This is an optimization exercise on Yosys and OpenROAD, whose aim is small area, a short achievable clock period and few clock cycles, not a production implementation. Function was checked by simulation only, so behaviour that the tests miss may differ from the original. No activity file was given, so power comes from the tool's default toggle rates.

job 1512:
==> flow/design.v <==
`default_nettype none
package rv_isa_pkg;
    localparam logic [6:0] opcode_op     = 7'b0110011;
    localparam logic [6:0] opcode_op_imm = 7'b0010011;
    localparam logic [6:0] opcode_load   = 7'b0000011;
    localparam logic [6:0] opcode_store  = 7'b0100011;
    localparam logic [2:0] f3_add  = 3'b000;   
    localparam logic [2:0] f3_sll  = 3'b001;
    localparam logic [2:0] f3_slt  = 3'b010;
    localparam logic [2:0] f3_xor  = 3'b100;
    localparam logic [2:0] f3_sr   = 3'b101;   
    localparam logic [2:0] f3_or   = 3'b110;
    localparam logic [2:0] f3_and  = 3'b111;
    localparam logic [2:0] f3_word = 3'b010;   
    typedef enum logic [3:0] {
        alu_none = 4'd0,
        alu_sub  = 4'd1,
        alu_and  = 4'd2,
        alu_or   = 4'd3,
        alu_xor  = 4'd4,
        alu_sll  = 4'd5,
        alu_sra  = 4'd6,
        alu_srl  = 4'd7,
        alu_slt  = 4'd8,
        alu_add  = 4'd9
    } alu_op_t;
    localparam logic [31:0] nop_instr = 32'h0000_0013;   
endpackage
`default_nettype wire
`default_nettype none
package pipe_pkg;
    localparam int xlen = 32;
    typedef logic [xlen-1:0] word_t;
    typedef logic [4:0]      reg_addr_t;
    typedef logic [xlen-3:0] mem_addr_t;
    typedef enum logic [1:0] {
        fwd_reg = 2'b00,   
        fwd_mem = 2'b01,   
        fwd_wb  = 2'b10    
    } fwd_sel_t;
endpackage
`default_nettype wire
`timescale 1ns/1ps
`default_nettype none
module reg_file (
    input  logic        clk,
    input  logic        rst_n,
    input  logic [31:1] sel1,      
    input  logic [31:1] sel2,
    output logic [31:0] rs1_data,
    output logic [31:0] rs2_data,
    output logic [31:1] valid_nx,
    input  logic        we,        
    input  logic [4:0]  rd,
    input  logic [31:0] wdata
);
    logic [31:0] regs [1:31];
    logic [31:1] valid;
    logic [31:1] wsel;
    always_comb begin
        for (int j = 1; j < 32; j++)
            wsel[j] = we && (rd == 5'(j));
    end
    always_comb begin
        rs1_data = '0;
        rs2_data = '0;
        for (int j = 1; j < 32; j++) begin
            rs1_data = rs1_data | ({32{sel1[j]}} & regs[j]);
            rs2_data = rs2_data | ({32{sel2[j]}} & regs[j]);
        end
    end
    assign valid_nx = valid | wsel;
    always_ff @(posedge clk) begin
        if (!rst_n)
            valid <= '0;
        else
            valid <= valid | wsel;
    end
    always_ff @(posedge clk) begin
        for (int j = 1; j < 32; j++)
            if (wsel[j]) regs[j] <= wdata;
    end
endmodule
`default_nettype wire
`timescale 1ns/1ps
`default_nettype none
module rv_pipeline (
    input  logic               clk,
    input  logic               rst_n,
    output pipe_pkg::mem_addr_t imem_addr,
    input  pipe_pkg::word_t     imem_rdata,
    output logic               dmem_ren,
    output logic               dmem_wen,
    output pipe_pkg::mem_addr_t dmem_addr,
    output pipe_pkg::word_t     dmem_wdata,
    input  pipe_pkg::word_t     dmem_rdata
);
    logic [29:0] pc;
    logic [31:0] id_instr;
    logic        stall;
    assign imem_addr = pc;
    logic        is_op, is_imm, is_ld, is_st;
    logic [6:0]  if_opc;
    assign if_opc = imem_rdata[6:0];
    always_ff @(posedge clk) begin
        if (!rst_n) begin
            pc     <= '0;
            is_op  <= 1'b0;
            is_imm <= 1'b0;
            is_ld  <= 1'b0;
            is_st  <= 1'b0;
        end else if (!stall) begin
            pc     <= pc + 30'd1;
            is_op  <= if_opc == rv_isa_pkg::opcode_op;
            is_imm <= if_opc == rv_isa_pkg::opcode_op_imm;
            is_ld  <= if_opc == rv_isa_pkg::opcode_load;
            is_st  <= if_opc == rv_isa_pkg::opcode_store;
        end
    end
    logic [31:1] id_sel1, id_sel2;
    logic [31:1] valid_nx;
    logic [31:0] valid_nx0;
    assign valid_nx0 = {valid_nx, 1'b0};
    logic [31:0] x_instr;
    logic [4:0]  xs1, xs2;
    assign x_instr = stall ? id_instr : imem_rdata;
    assign xs1 = x_instr[19:15];
    assign xs2 = x_instr[24:20];
    always_ff @(posedge clk) begin
        if (!stall) begin
            id_instr <= imem_rdata;
            for (int j = 1; j < 32; j++) begin
                id_sel1[j] <= imem_rdata[19:15] == 5'(j);
                id_sel2[j] <= imem_rdata[24:20] == 5'(j);
            end
        end
    end
    logic [2:0]  f3;
    logic [4:0]  rd;
    logic        alu_ins;
    logic        wr_rd;
    logic [11:0] imm12;
    logic [31:0] rf1, rf2;
    logic [31:0] ex_a, ex_b, ex_sd;
    logic        ex_fld;
    logic        ex_sra, ex_neg;
    logic        s_ar, s_slt, s_xor, s_or, s_and, s_sll, s_sr;
    logic [3:0]  ex_sh0, ex_sh1;   
    logic [1:0]  ex_sh2;           
    logic [31:0] b_nx;
    logic [4:0]  ex_rd;
    logic        ex_we, ex_ld, ex_st;
    logic [31:0] alu, alu_o, sum;
    logic [31:0] mem_res, mem_sd;
    logic [4:0]  mem_rd;
    logic        mem_we, mem_ld, mem_st;
    logic [31:0] mem_val;
    assign f3     = id_instr[14:12];
    assign rd     = id_instr[11:7];
    assign alu_ins = is_op || is_imm;
    assign wr_rd  = (alu_ins || is_ld) && rd != 5'd0;
    assign imm12  = is_st ? {id_instr[31:25], id_instr[11:7]} : id_instr[31:20];
    reg_file i_reg_file (
        .clk, .rst_n, .sel1(id_sel1), .sel2(id_sel2), .rs1_data(rf1), .rs2_data(rf2),
        .valid_nx,
        .we(mem_we), .rd(mem_rd), .wdata(mem_val)
    );
    assign mem_val = mem_ld ? dmem_rdata : mem_res;
    logic       x_op, x_imm, x_fwd1, x_fwd2, x_ld2, x_wt1, x_wt2;
    logic [2:0] x_f3;
    assign x_op   = stall ? is_op  : if_opc == rv_isa_pkg::opcode_op;
    assign x_imm  = stall ? is_imm : if_opc == rv_isa_pkg::opcode_op_imm;
    assign x_f3   = x_instr[14:12];
    assign x_fwd1 = !stall && wr_rd && !is_ld && xs1 == rd;
    assign x_fwd2 = !stall && wr_rd && !is_ld && xs2 == rd;
    assign x_ld2  = !stall && wr_rd && is_ld && xs2 == rd;
    assign x_wt1  = ex_we && xs1 == ex_rd;
    assign x_wt2  = ex_we && xs2 == ex_rd;
    logic ar;
    assign ar = alu_ins && f3 == 3'b000;
    logic a_exar, a_exo, a_mem, a_rf, b_imm, b_exar, b_exo, b_mem, b_rf, d_exar, d_exo, d_mem, d_rf, ld2, neg;
    always_ff @(posedge clk) begin
        a_exar <= x_fwd1 && ar;
        a_exo  <= x_fwd1 && !ar;
        a_mem  <= !x_fwd1 && x_wt1;
        a_rf   <= !x_fwd1 && !x_wt1 && rst_n && valid_nx0[xs1];
        d_exar <= x_fwd2 && ar;
        d_exo  <= x_fwd2 && !ar;
        d_mem  <= !x_fwd2 && x_wt2;
        d_rf   <= !x_fwd2 && !x_wt2 && rst_n && valid_nx0[xs2];
        b_imm  <= !x_op;
        b_exar <= x_op && x_fwd2 && ar;
        b_exo  <= x_op && x_fwd2 && !ar;
        b_mem  <= x_op && !x_fwd2 && x_wt2;
        b_rf  <= x_op && !x_fwd2 && !x_wt2 && rst_n && valid_nx0[xs2];
        ld2   <= x_ld2;
        neg   <= (x_op && x_f3 == 3'b000 && x_instr[30]) || ((x_op || x_imm) && x_f3 == 3'b010);
    end
    logic       if_use1, if_use2, stall_nx;
    assign if_opc  = imem_rdata[6:0];
    assign if_use1 = if_opc == rv_isa_pkg::opcode_op || if_opc == rv_isa_pkg::opcode_op_imm
                  || if_opc == rv_isa_pkg::opcode_load || if_opc == rv_isa_pkg::opcode_store;
    assign if_use2 = if_opc == rv_isa_pkg::opcode_op;
    assign stall_nx = !stall && is_ld && rd != 5'd0
                   && ((if_use1 && imem_rdata[19:15] == rd) || (if_use2 && imem_rdata[24:20] == rd));
    always_ff @(posedge clk) begin
        if (!rst_n) stall <= 1'b0;
        else        stall <= stall_nx;
    end
    always_ff @(posedge clk) begin
        if (!rst_n) begin
            ex_we <= 1'b0;
            ex_ld <= 1'b0;
            ex_st <= 1'b0;
        end else begin
            ex_we <= wr_rd && !stall;
            ex_ld <= is_ld && !stall;
            ex_st <= is_st && !stall;
        end
    end
    assign b_nx = ({32{b_exar}} & sum) | ({32{b_exo}} & alu_o) | ({32{b_mem}} & mem_val) | ({32{b_rf}} & rf2)
                | ({32{b_imm}} & {{20{imm12[11]}}, imm12});
    always_ff @(posedge clk) begin
        ex_a    <= ({32{a_exar}} & sum) | ({32{a_exo}} & alu_o) | ({32{a_mem}} & mem_val) | ({32{a_rf}} & rf1);
        ex_b    <= b_nx ^ {32{neg}};
        for (int k = 0; k < 4; k++) begin
            ex_sh0[k] <= b_nx[1:0] == 2'(k);
            ex_sh1[k] <= b_nx[3:2] == 2'(k);
        end
        ex_sh2  <= {b_nx[4], !b_nx[4]};
        ex_sd   <= ({32{d_exar}} & sum) | ({32{d_exo}} & alu_o) | ({32{d_mem}} & mem_val) | ({32{d_rf}} & rf2);
        ex_rd   <= rd;
        ex_fld  <= ld2;
        ex_sra  <= id_instr[30];
        ex_neg  <= neg;
        s_ar    <= (alu_ins && f3 == 3'b000) || is_ld || is_st;
        s_slt   <= alu_ins && f3 == 3'b010;
        s_xor   <= alu_ins && f3 == 3'b100;
        s_or    <= alu_ins && f3 == 3'b110;
        s_and   <= alu_ins && f3 == 3'b111;
        s_sll   <= alu_ins && f3 == 3'b001;
        s_sr    <= alu_ins && f3 == 3'b101;
    end
    logic [31:0] shr, shl;
    logic        lt;
    function automatic logic [31:0] ks_add(input logic [31:0] a, input logic [31:0] b, input logic cin);
        logic [31:0] g, p, gg, pp;
        g  = a & b;
        p  = a ^ b;
        gg = g;
        pp = p;
        gg[0] = g[0] | (p[0] & cin);
        for (int d = 1; d < 32; d = d * 2) begin
            for (int i = 31; i >= d; i--) begin
                gg[i] = gg[i] | (pp[i] & gg[i-d]);
                pp[i] = pp[i] & pp[i-d];
            end
        end
        ks_add = p ^ {gg[30:0], cin};
    endfunction
    assign sum = ks_add(ex_a, ex_b, ex_neg);
    assign lt   = (ex_a[31] ^ ex_b[31]) ? sum[31] : ex_a[31];   
    logic [63:0] r0, r1;
    logic [31:0] l0, l1;
    logic        fill;
    assign fill = ex_sra & ex_a[31];
    always_comb begin
        r0 = '0;
        r1 = '0;
        l0 = '0;
        l1 = '0;
        for (int k = 0; k < 4; k++) begin
            r0 = r0 | ({64{ex_sh0[k]}} & ({{32{fill}}, ex_a} >> k));
            l0 = l0 | ({32{ex_sh0[k]}} & (ex_a << k));
        end
        for (int k = 0; k < 4; k++) begin
            r1 = r1 | ({64{ex_sh1[k]}} & (r0 >> (4 * k)));
            l1 = l1 | ({32{ex_sh1[k]}} & (l0 << (4 * k)));
        end
        shr = ({32{ex_sh2[0]}} & r1[31:0]) | ({32{ex_sh2[1]}} & r1[47:16]);
        shl = ({32{ex_sh2[0]}} & l1) | ({32{ex_sh2[1]}} & (l1 << 16));
    end
    assign alu_o = ({32{s_slt}} & {31'b0, lt})
               | ({32{s_xor}} & (ex_a ^ ex_b))
               | ({32{s_or}}  & (ex_a | ex_b))
               | ({32{s_and}} & (ex_a & ex_b))
               | ({32{s_sll}} & shl)
               | ({32{s_sr}}  & shr);
    assign alu = ({32{s_ar}} & sum) | alu_o;
    always_ff @(posedge clk) begin
        if (!rst_n) begin
            mem_we <= 1'b0;
            mem_ld <= 1'b0;
            mem_st <= 1'b0;
        end else begin
            mem_we <= ex_we;
            mem_ld <= ex_ld;
            mem_st <= ex_st;
        end
    end
    always_ff @(posedge clk) begin
        mem_res <= alu;
        mem_sd  <= ex_fld ? dmem_rdata : ex_sd;
        mem_rd  <= ex_rd;
    end
    assign dmem_ren   = mem_ld;
    assign dmem_wen   = mem_st;
    assign dmem_addr  = mem_res[31:2];
    assign dmem_wdata = mem_sd;
endmodule
`default_nettype wire
Settings: LEC_CHECK=0, CAP_MARGIN=20, CORE_MARGIN=2, CORE_UTILIZATION=50, CTS_CLUSTER_DIAMETER=70, CTS_CLUSTER_SIZE=24, SETUP_SLACK_MARGIN=3.3, SLEW_MARGIN=20; clock period 6.3 ns.
run.sh (not shown) runs the stock make flow with config.mk's settings and CLKGATE_MAP_FILE= SYNTH_SCRIPT=/design/flow/synth_recipe.tcl, a recipe that flattens the netlist after the stock synthesis.
Job 1512 was carried through to the last stage, and its layout satisfied the timing, design-rule and antenna checks.
Testbench counts of job 1512, summed over its fixed seeds: cycles 10,922.
What job 1189 does differently from job 1512 at the input level:
diff --git a/flow/design.v b/flow/design.v
--- a/flow/design.v
+++ b/flow/design.v
@@ -189,18 +189,17 @@
         d_mem  <= !x_fwd2 && x_wt2;
         d_rf   <= !x_fwd2 && !x_wt2 && rst_n && valid_nx0[xs2];
         b_imm  <= !x_op;
         b_exar <= x_op && x_fwd2 && ar;
         b_exo  <= x_op && x_fwd2 && !ar;
         b_mem  <= x_op && !x_fwd2 && x_wt2;
-        b_rf  <= x_op && !x_fwd2 && !x_wt2 && rst_n && valid_nx0[xs2];
-        ld2   <= x_ld2;
-        neg   <= (x_op && x_f3 == 3'b000 && x_instr[30]) || ((x_op || x_imm) && x_f3 == 3'b010);
+        b_rf   <= x_op && !x_fwd2 && !x_wt2 && rst_n && valid_nx0[xs2];
+        ld2    <= x_ld2;
+        neg    <= (x_op && x_f3 == 3'b000 && x_instr[30]) || ((x_op || x_imm) && x_f3 == 3'b010);
     end
     logic       if_use1, if_use2, stall_nx;
-    assign if_opc  = imem_rdata[6:0];
     assign if_use1 = if_opc == rv_isa_pkg::opcode_op || if_opc == rv_isa_pkg::opcode_op_imm
                   || if_opc == rv_isa_pkg::opcode_load || if_opc == rv_isa_pkg::opcode_store;
     assign if_use2 = if_opc == rv_isa_pkg::opcode_op;
     assign stall_nx = !stall && is_ld && rd != 5'd0
                    && ((if_use1 && imem_rdata[19:15] == rd) || (if_use2 && imem_rdata[24:20] == rd));
     always_ff @(posedge clk) begin
--- outcome ---
X dimension of the die: job 1512 vs job 1189 identical
As far as final cell count goes, job 1512 and job 1189 are indistinguishable; the numbers are identical.
Comparing job 1189 against job 1512, there is no change at all in power.
Comparing job 1189 against job 1512, there is no change at all in overall overflow remaining after global route.
[compare] base=job 1512 new=job 1189: minimum period implied by the final worst setup slack held, slew at the pin closest to its max-slew limit held, core area held, met1 usage in global routing held.
Job 1189 -> job 1512: post-synthesis register bit count delta 0, exact match
Comparing job 1512 against job 1189, there is no change at all in fraction of the cycle the final worst path needs.
Reported for job 1189 and job 1512, pin count of the biggest net entering global routing turned out identical to the last digit.
As far as number of buffers on the longest clock path goes, job 1512 and job 1189 are indistinguishable; the numbers are identical.
Re final area: no difference whatsoever between job 1512 and job 1189.
Comparing job 1512 against job 1189, there is no change at all in synthesized cell count.
Testbench counts of job 1189, summed over its fixed seeds: cycles 10,922.

// rv_pipeline: RTL as listed in full above, without the edits since
make LEC_CHECK=0 CAP_MARGIN=20 CORE_MARGIN=2 CORE_UTILIZATION=50 CTS_CLUSTER_DIAMETER=70 CTS_CLUSTER_SIZE=24 SETUP_SLACK_MARGIN=3.5 SLEW_MARGIN=20 finish   # period 6.3 ns
Testbench counts at the start, summed over its fixed seeds: cycles 10,922.
Rerun with:
--- a/flow/design.v
+++ b/flow/design.v
@@ -189,18 +189,17 @@
         d_mem  <= !x_fwd2 && x_wt2;
         d_rf   <= !x_fwd2 && !x_wt2 && rst_n && valid_nx0[xs2];
         b_imm  <= !x_op;
         b_exar <= x_op && x_fwd2 && ar;
         b_exo  <= x_op && x_fwd2 && !ar;
         b_mem  <= x_op && !x_fwd2 && x_wt2;
-        b_rf  <= x_op && !x_fwd2 && !x_wt2 && rst_n && valid_nx0[xs2];
-        ld2   <= x_ld2;
-        neg   <= (x_op && x_f3 == 3'b000 && x_instr[30]) || ((x_op || x_imm) && x_f3 == 3'b010);
+        b_rf   <= x_op && !x_fwd2 && !x_wt2 && rst_n && valid_nx0[xs2];
+        ld2    <= x_ld2;
+        neg    <= (x_op && x_f3 == 3'b000 && x_instr[30]) || ((x_op || x_imm) && x_f3 == 3'b010);
     end
     logic       if_use1, if_use2, stall_nx;
-    assign if_opc  = imem_rdata[6:0];
     assign if_use1 = if_opc == rv_isa_pkg::opcode_op || if_opc == rv_isa_pkg::opcode_op_imm
                   || if_opc == rv_isa_pkg::opcode_load || if_opc == rv_isa_pkg::opcode_store;
     assign if_use2 = if_opc == rv_isa_pkg::opcode_op;
     assign stall_nx = !stall && is_ld && rd != 5'd0
                    && ((if_use1 && imem_rdata[19:15] == rd) || (if_use2 && imem_rdata[24:20] == rd));
     always_ff @(posedge clk) begin
Result:
- The changed run went through all stages and came out clean
- total power is unchanged
- non-clock buffer count is unchanged
- routed wire length is unchanged
- critical path depth stays the same
- count of clock-buffer cells in the layout is unchanged
- sequential share of layout area stays the same
- combinational power stays flat
Testbench counts after the change, summed over its fixed seeds: cycles 10,922.

## port drivers added, routing unchanged
The flow's constraints put no driver on any port. The routed layouts listed below were extracted and timed again, unchanged, in two steps.
Step 1, drivers: a clkbuf_16 drives clk and a buf_2 each remaining input, both assumed.
Step 2 also shifts input and output timing later by t, the mid clock arrival at the registers, as if the neighbouring blocks saw the same clock.
Slacks: no drivers / after step 1 / after step 2; pairs: no drivers / after step 1.
| run | t, ns | setup slack, ns | worst hold slack (ns) | latest minus earliest clock arrival (ns) |
|---|---|---|---|---|
| job 1512 | 0.821 | 3.204 / 3.204 / 2.653 | 0.309 / 0.309 / 0.309 | 0.054 / 0.053 |
| job 1189 | 0.821 | 3.204 / 3.204 / 2.653 | 0.309 / 0.309 / 0.309 | 0.054 / 0.053 |
| the first run of note 2 | 0.841 | 3.311 / 3.311 / 2.712 | 0.336 / 0.336 / 0.336 | 0.052 / 0.052 |
| the second run of note 2 | 0.841 | 3.311 / 3.311 / 2.712 | 0.336 / 0.336 / 0.336 | 0.052 / 0.052 |
After both steps setup and hold are still met in every run listed.
